This is an optimization exercise on Yosys and OpenROAD, whose aim is small area, not a production implementation. Where RTL was checked, it was by simulation tests only, not by an equivalence proof against the original. No activity file was given, so power comes from the tool's default toggle rates.

// csr_counter_unit
module csr_counter_unit (
  input  logic        clk,
  input  logic        rst_n,
  input  logic        csr_valid_i,
  input  logic [2:0]  csr_op_i,
  input  logic [11:0] csr_addr_i,
  input  logic [31:0] csr_wdata_i,
  output logic [31:0] csr_rdata_o,
  output logic        csr_hit_o,
  output logic        csr_illegal_o,
  input  logic        retire_i,
  input  logic [7:0]  event_i
);
Size in the first run: about 2300 cells after synthesis, about 410 flip-flops, roughly 93 I/O pins, about 0.023 mm² of cells after synthesis.
Settings: LEC_CHECK=0, CAP_MARGIN=20, CORE_MARGIN=2, CORE_UTILIZATION=65, CTS_BUF_LIST=sky130_fd_sc_hd__clkbuf_2 sky130_fd_sc_hd__clkbuf_4 sky130_fd_sc_hd__clkbuf_8, CTS_CLUSTER_SIZE=30, SLEW_MARGIN=20, SYNTH_HIERARCHICAL=1; clock period 6.5 ns.
run.sh (not shown) runs the stock make flow with config.mk's settings and CLKGATE_MAP_FILE= SYNTH_SCRIPT=/design/flow/synth_recipe.tcl, a recipe that flattens the netlist after the stock synthesis.
The baseline completed without violations.
Next try:
CORE_UTILIZATION = 40   (was 65)
CTS_BUF_LIST = sky130_fd_sc_hd__clkbuf_4 sky130_fd_sc_hd__clkbuf_8   (was sky130_fd_sc_hd__clkbuf_2 sky130_fd_sc_hd__clkbuf_4 sky130_fd_sc_hd__clkbuf_8)
CTS_CLUSTER_SIZE = not set   (was 30)
After rerunning:
- global-route usage is lower by 16 points
- total power is higher by 0.61%
- cell count is higher by 11%
- routed wire length is higher by 5.7%
- core utilization is lower by 28 points
Function was not checked in any run of this note: the RTL went through the layout flow alone.

csr_counter_unit, a different RTL version from the one above (not shown whole).
Size: about 410 flip-flops, about 93 I/O pins, ~20000 um^2 of cells after synthesis.
==> flow/config.mk <==
export PLATFORM = sky130hd
export DESIGN_NAME = csr_counter_unit
export DESIGN_NICKNAME = csr_counter_unit
export VERILOG_FILES = /design/flow/design.v
export SDC_FILE = /design/flow/constraint.sdc
export NUM_CORES = 4
export LEC_CHECK = 0
export CAP_MARGIN = 5
export CORE_MARGIN = 2
export CORE_UTILIZATION = 65
export PLACE_DENSITY = 0.75
export SLEW_MARGIN = 5
export SYNTH_HIERARCHICAL = 1
==> flow/constraint.sdc <==
create_clock -name core_clock -period 6.5 [get_ports {clk}]
set_input_delay 1.3000 -clock core_clock [delete_from_list [all_inputs] [get_ports {clk}]]
set_output_delay 1.3000 -clock core_clock [all_outputs]
set_load 0.01 [all_outputs]
standard.sh (not shown) runs the stock make flow with config.mk's settings and CLKGATE_MAP_FILE= SYNTH_SCRIPT=/design/flow/synth_recipe.tcl, a recipe that flattens the netlist after the stock synthesis.
==> flow/flow/run.sh <==
#!/bin/bash
set -euo pipefail
here=$(pwd)
{
  echo 'proc abc {args} {'
  echo '  set i [lsearch -exact $args -script]'
  echo "  if {\$i >= 0} { lset args [expr {\$i + 1}] $here/flow/abc_area_delay.script }"
  echo '  yosys abc {*}$args'
  echo '}'
  cat synth_recipe.tcl
} > flow_synth.tcl
export CTS_ARGS="-sink_clustering_enable -repair_clock_nets -dont_use_dummy_load -sink_clustering_size 24 -sink_clustering_max_diameter 100 -buf_list sky130_fd_sc_hd__clkbuf_16"
export BUFFER_PORTS_ARGS="-buffer_cell sky130_fd_sc_hd__buf_1"
export REMOVE_ABC_BUFFERS=1
bash standard.sh SYNTH_SCRIPT="$here/flow_synth.tcl" finish > flow_run.log 2>&1
==> flow/flow/abc_area_delay.script <==
&get -n
&st
&dch
&nf
&st
&syn2
&if -g -K 6
&synch2
&nf
&st
&syn2
&if -g -K 6
&synch2
&nf
&st
&syn2
&if -g -K 6
&synch2
&nf
&st
&syn2
&if -g -K 6
&synch2
&nf
&st
&syn2
&if -g -K 6
&synch2
&nf
&put
topo
The baseline completed with no timing, DRC or antenna violations.
Then changed:
- PLACE_DENSITY: 0.75 -> default
The changed run went through all stages and came out clean.
Via count does not change.
Worst setup slack stays the same.
First-iteration DRC count does not change.
Synthesized area is unchanged.
No run of this note included a check of the RTL's function; only the layout flow was run.

Another version of the RTL of csr_counter_unit (not shown whole).
Size: about 2,200 cells after synthesis, ~410 flip-flops, about 93 I/O pins, about 20,000 um^2 of cells after synthesis.
Settings: LEC_CHECK=0, CAP_MARGIN=5, CORE_MARGIN=2, CORE_UTILIZATION=65, SLEW_MARGIN=5, SYNTH_HIERARCHICAL=1; clock period 6.5 ns.
==> flow/flow/run.sh <==
#!/bin/bash
set -euo pipefail
here=$(pwd)
{
  echo 'proc abc {args} {'
  echo '  set i [lsearch -exact $args -script]'
  echo "  if {\$i >= 0} { lset args [expr {\$i + 1}] $here/flow/abc_area_delay.script }"
  echo '  yosys abc {*}$args'
  echo '}'
  cat synth_recipe.tcl
} > flow_synth.tcl
export CTS_ARGS="-sink_clustering_enable -repair_clock_nets -dont_use_dummy_load -sink_clustering_size 27 -sink_clustering_max_diameter 100 -buf_list sky130_fd_sc_hd__clkbuf_16"
export BUFFER_PORTS_ARGS="-buffer_cell sky130_fd_sc_hd__buf_1"
export REMOVE_ABC_BUFFERS=1
bash standard.sh SYNTH_SCRIPT="$here/flow_synth.tcl" finish > flow_run.log 2>&1
Scripts as last shown in full above: flow/flow/abc_area_delay.script
The first run passed the timing, DRC and antenna checks.
Edit:
--- a/flow/flow/run.sh
+++ b/flow/flow/run.sh
@@ -11,3 +11,3 @@
 } > flow_synth.tcl
-export CTS_ARGS="-sink_clustering_enable -repair_clock_nets -dont_use_dummy_load -sink_clustering_size 27 -sink_clustering_max_diameter 100 -buf_list sky130_fd_sc_hd__clkbuf_16"
+export CTS_ARGS="-sink_clustering_enable -repair_clock_nets -dont_use_dummy_load -sink_clustering_size 24 -sink_clustering_max_diameter 100 -buf_list sky130_fd_sc_hd__clkbuf_16"
 export BUFFER_PORTS_ARGS="-buffer_cell sky130_fd_sc_hd__buf_1"
- CAP_MARGIN: 5 -> 20
- CORE_UTILIZATION: 65 -> 78
- PLACE_DENSITY: unset -> 0.86
- SLEW_MARGIN: 5 -> 20
The changed run ran to the end with no violations.
Hold slack degrades by 0.0066 ns.
Register-to-register slack is better by 0.08 ns.
Final area stays flat.
Sequential share of layout area hardly moves.
Via count is higher by a few percent.
Core utilization goes up by 15 points.
Total power increases slightly.
Fmax falls by a few percent.
Non-clock buffer count decreases by 3.
Critical path depth grows by 1.
Edit:
- CAP_MARGIN: 20 -> 5
- CORE_UTILIZATION: 78 -> 65
- PLACE_DENSITY: 0.86 -> unset
- SLEW_MARGIN: 20 -> 5
The changed run passed the timing, DRC and antenna checks. Global-route usage came out lower by 9.9 points. Worst hold slack stays flat. Utilization decreases by 15 points. Final cell count goes up by 2.6%. Total power stays flat. Sequential power hardly moves. Clock skew barely changes. Count of clock-buffer cells in the layout does not change.

Another version of the RTL of csr_counter_unit (not shown whole).
For scale: ~1,800 cells after synthesis, ~410 flip-flops, ~93 I/O pins.
==> flow/config.mk <==
export PLATFORM = sky130hd
export DESIGN_NAME = csr_counter_unit
export DESIGN_NICKNAME = csr_counter_unit
export VERILOG_FILES = /design/flow/design.v
export SDC_FILE = /design/flow/constraint.sdc
export NUM_CORES = 4
export LEC_CHECK = 0
export CAP_MARGIN = 20
export CORE_MARGIN = 2
export CORE_UTILIZATION = 65
export SLEW_MARGIN = 20
export SYNTH_HIERARCHICAL = 1
==> flow/constraint.sdc <==
create_clock -name core_clock -period 6.5 [get_ports {clk}]
set_input_delay 1.3000 -clock core_clock [delete_from_list [all_inputs] [get_ports {clk}]]
set_output_delay 1.3000 -clock core_clock [all_outputs]
set_load 0.01 [all_outputs]
==> flow/flow/run.sh <==
#!/bin/bash
set -euo pipefail
export CTS_ARGS="-sink_clustering_enable -repair_clock_nets -dont_use_dummy_load -sink_clustering_size 24 -sink_clustering_max_diameter 100 -buf_list sky130_fd_sc_hd__clkbuf_16"
export BUFFER_PORTS_ARGS="-buffer_cell sky130_fd_sc_hd__buf_1"
bash standard.sh > flow_run.log 2>&1
==> next run, changes <==
==> flow/flow/run.sh (replaced) <==
#!/bin/bash
set -euo pipefail
export CTS_ARGS="-sink_clustering_enable -repair_clock_nets -dont_use_dummy_load -sink_clustering_size 24 -sink_clustering_max_diameter 100 -buf_list sky130_fd_sc_hd__clkbuf_16"
export BUFFER_PORTS_ARGS="-buffer_cell sky130_fd_sc_hd__buf_1"
export REMOVE_ABC_BUFFERS=1
export RECOVER_POWER=100
bash standard.sh > flow_run.log 2>&1
Settings changed: CAP_MARGIN 20 to 0, SLEW_MARGIN 20 to 0.
What happened: This time the run completed and failed the layout checks on max-capacitance violations, max-slew violations. Via count hardly moves. Non-clock buffer count does not change. Clock skew grows by 3.6 ps. Wire length shrinks slightly.

Another version of the RTL of csr_counter_unit (not shown whole).
For scale: about 410 flip-flops, about 20000 um^2 of cells after synthesis.
==> flow/config.mk <==
export PLATFORM = sky130hd
export DESIGN_NAME = csr_counter_unit
export DESIGN_NICKNAME = csr_counter_unit
export VERILOG_FILES = /design/flow/design.v
export SDC_FILE = /design/flow/constraint.sdc
export NUM_CORES = 4
export LEC_CHECK = 0
export CAP_MARGIN = 20
export CORE_MARGIN = 2
export CORE_UTILIZATION = 65
export SLEW_MARGIN = 20
export SYNTH_HIERARCHICAL = 1
==> flow/constraint.sdc <==
create_clock -name core_clock -period 6.5 [get_ports {clk}]
set_input_delay 1.3000 -clock core_clock [delete_from_list [all_inputs] [get_ports {clk}]]
set_output_delay 1.3000 -clock core_clock [all_outputs]
set_load 0.01 [all_outputs]
==> flow/flow/run.sh <==
#!/bin/bash
set -euo pipefail
here=$(pwd)
{
  echo 'proc abc {args} {'
  echo '  set i [lsearch -exact $args -script]'
  echo "  if {\$i >= 0} { lset args [expr {\$i + 1}] $here/flow/abc_area_delay.script }"
  echo '  yosys abc {*}$args'
  echo '}'
  cat synth_recipe.tcl
} > flow_synth.tcl
export CTS_ARGS="-sink_clustering_enable -repair_clock_nets -dont_use_dummy_load -sink_clustering_size 16 -sink_clustering_max_diameter 60 -buf_list \"sky130_fd_sc_hd__clkbuf_8 sky130_fd_sc_hd__clkbuf_16\""
export BUFFER_PORTS_ARGS="-buffer_cell sky130_fd_sc_hd__buf_1"
export REMOVE_ABC_BUFFERS=1
bash standard.sh SYNTH_SCRIPT="$here/flow_synth.tcl" finish > flow_run.log 2>&1
Scripts as last shown in full above: flow/flow/abc_area_delay.script
Then changed:
--- a/flow/flow/run.sh
+++ b/flow/flow/run.sh
@@ -10,5 +10,5 @@
   cat synth_recipe.tcl
 } > flow_synth.tcl
-export CTS_ARGS="-sink_clustering_enable -repair_clock_nets -dont_use_dummy_load -sink_clustering_size 16 -sink_clustering_max_diameter 60 -buf_list \"sky130_fd_sc_hd__clkbuf_8 sky130_fd_sc_hd__clkbuf_16\""
+export CTS_ARGS="-sink_clustering_enable -repair_clock_nets -dont_use_dummy_load -sink_clustering_size 24 -sink_clustering_max_diameter 100 -buf_list sky130_fd_sc_hd__clkbuf_16"
 export BUFFER_PORTS_ARGS="-buffer_cell sky130_fd_sc_hd__buf_1"
 export REMOVE_ABC_BUFFERS=1
Synthesized area stays the same. Clock skew goes down by 0.033 ns. Synthesized cell count is unchanged. Clock power fell by a quarter to a third. Clock-buffer cell count shrinks by 13. Via count hardly moves.

[port drivers added, routing unchanged]
In the flow no input, the clock included, has a driving cell. The finished layouts below were timed again as built, in two steps. Step 1, drivers: a clkbuf_16 drives clk and a buf_2 each remaining input, both assumed. Step 2 adds t to the input delays and takes it off the output delays; t is the mean of the earliest and latest rising clock arrival at the registers after step 1. Input paths then give back, and output paths get back, about the clock's delay inside the block. Three values: ideal, step 1, step 2; two values: the first two.
| run | shift t [ns] | slack for setup (ns) | hold slack, ns |
|---|---|---|---|
| the first run of note 1 | 0.690 | 0.293 / 0.321 / -0.369 | 0.502 / 0.502 / 0.502 |
| the second run of note 1 | 0.722 | 0.390 / 0.407 / -0.306 | 0.510 / 0.510 / 0.510 |
| the first run of note 2 | 0.589 | 0.558 / 0.590 / 0.001 | 0.507 / 0.472 / 0.530 |
| the second run of note 2 | 0.589 | 0.558 / 0.590 / 0.001 | 0.507 / 0.472 / 0.530 |
| the first run of note 3 | 0.587 | 0.669 / 0.698 / 0.112 | 0.517 / 0.488 / 0.517 |
| the second run of note 3 | 0.581 | 0.505 / 0.494 / -0.046 | 0.511 / 0.490 / 0.524 |
| the third run of note 3 | 0.588 | 0.700 / 0.716 / 0.143 | 0.512 / 0.481 / 0.514 |
| the first run of note 4 | 0.579 | 0.751 / 0.727 / 0.727 | 0.496 / 0.468 / 0.496 |
| the second run of note 4 | 0.575 | 0.389 / 0.369 / 0.213 | 0.490 / 0.460 / 0.495 |
| the first run of note 5 | 0.553 | 0.565 / 0.541 / 0.114 | 0.500 / 0.486 / 0.500 |
| the second run of note 5 | 0.584 | 0.582 / 0.557 / 0.098 | 0.499 / 0.467 / 0.509 |
With both steps, setup timing fails in the first run of note 1, the second run of note 1 and the second run of note 3, where it was met with ideal ports. The setup slack of the second run of note 1, which loses most, moves by +0.017 ns with the drivers and by -0.696 ns with both steps.
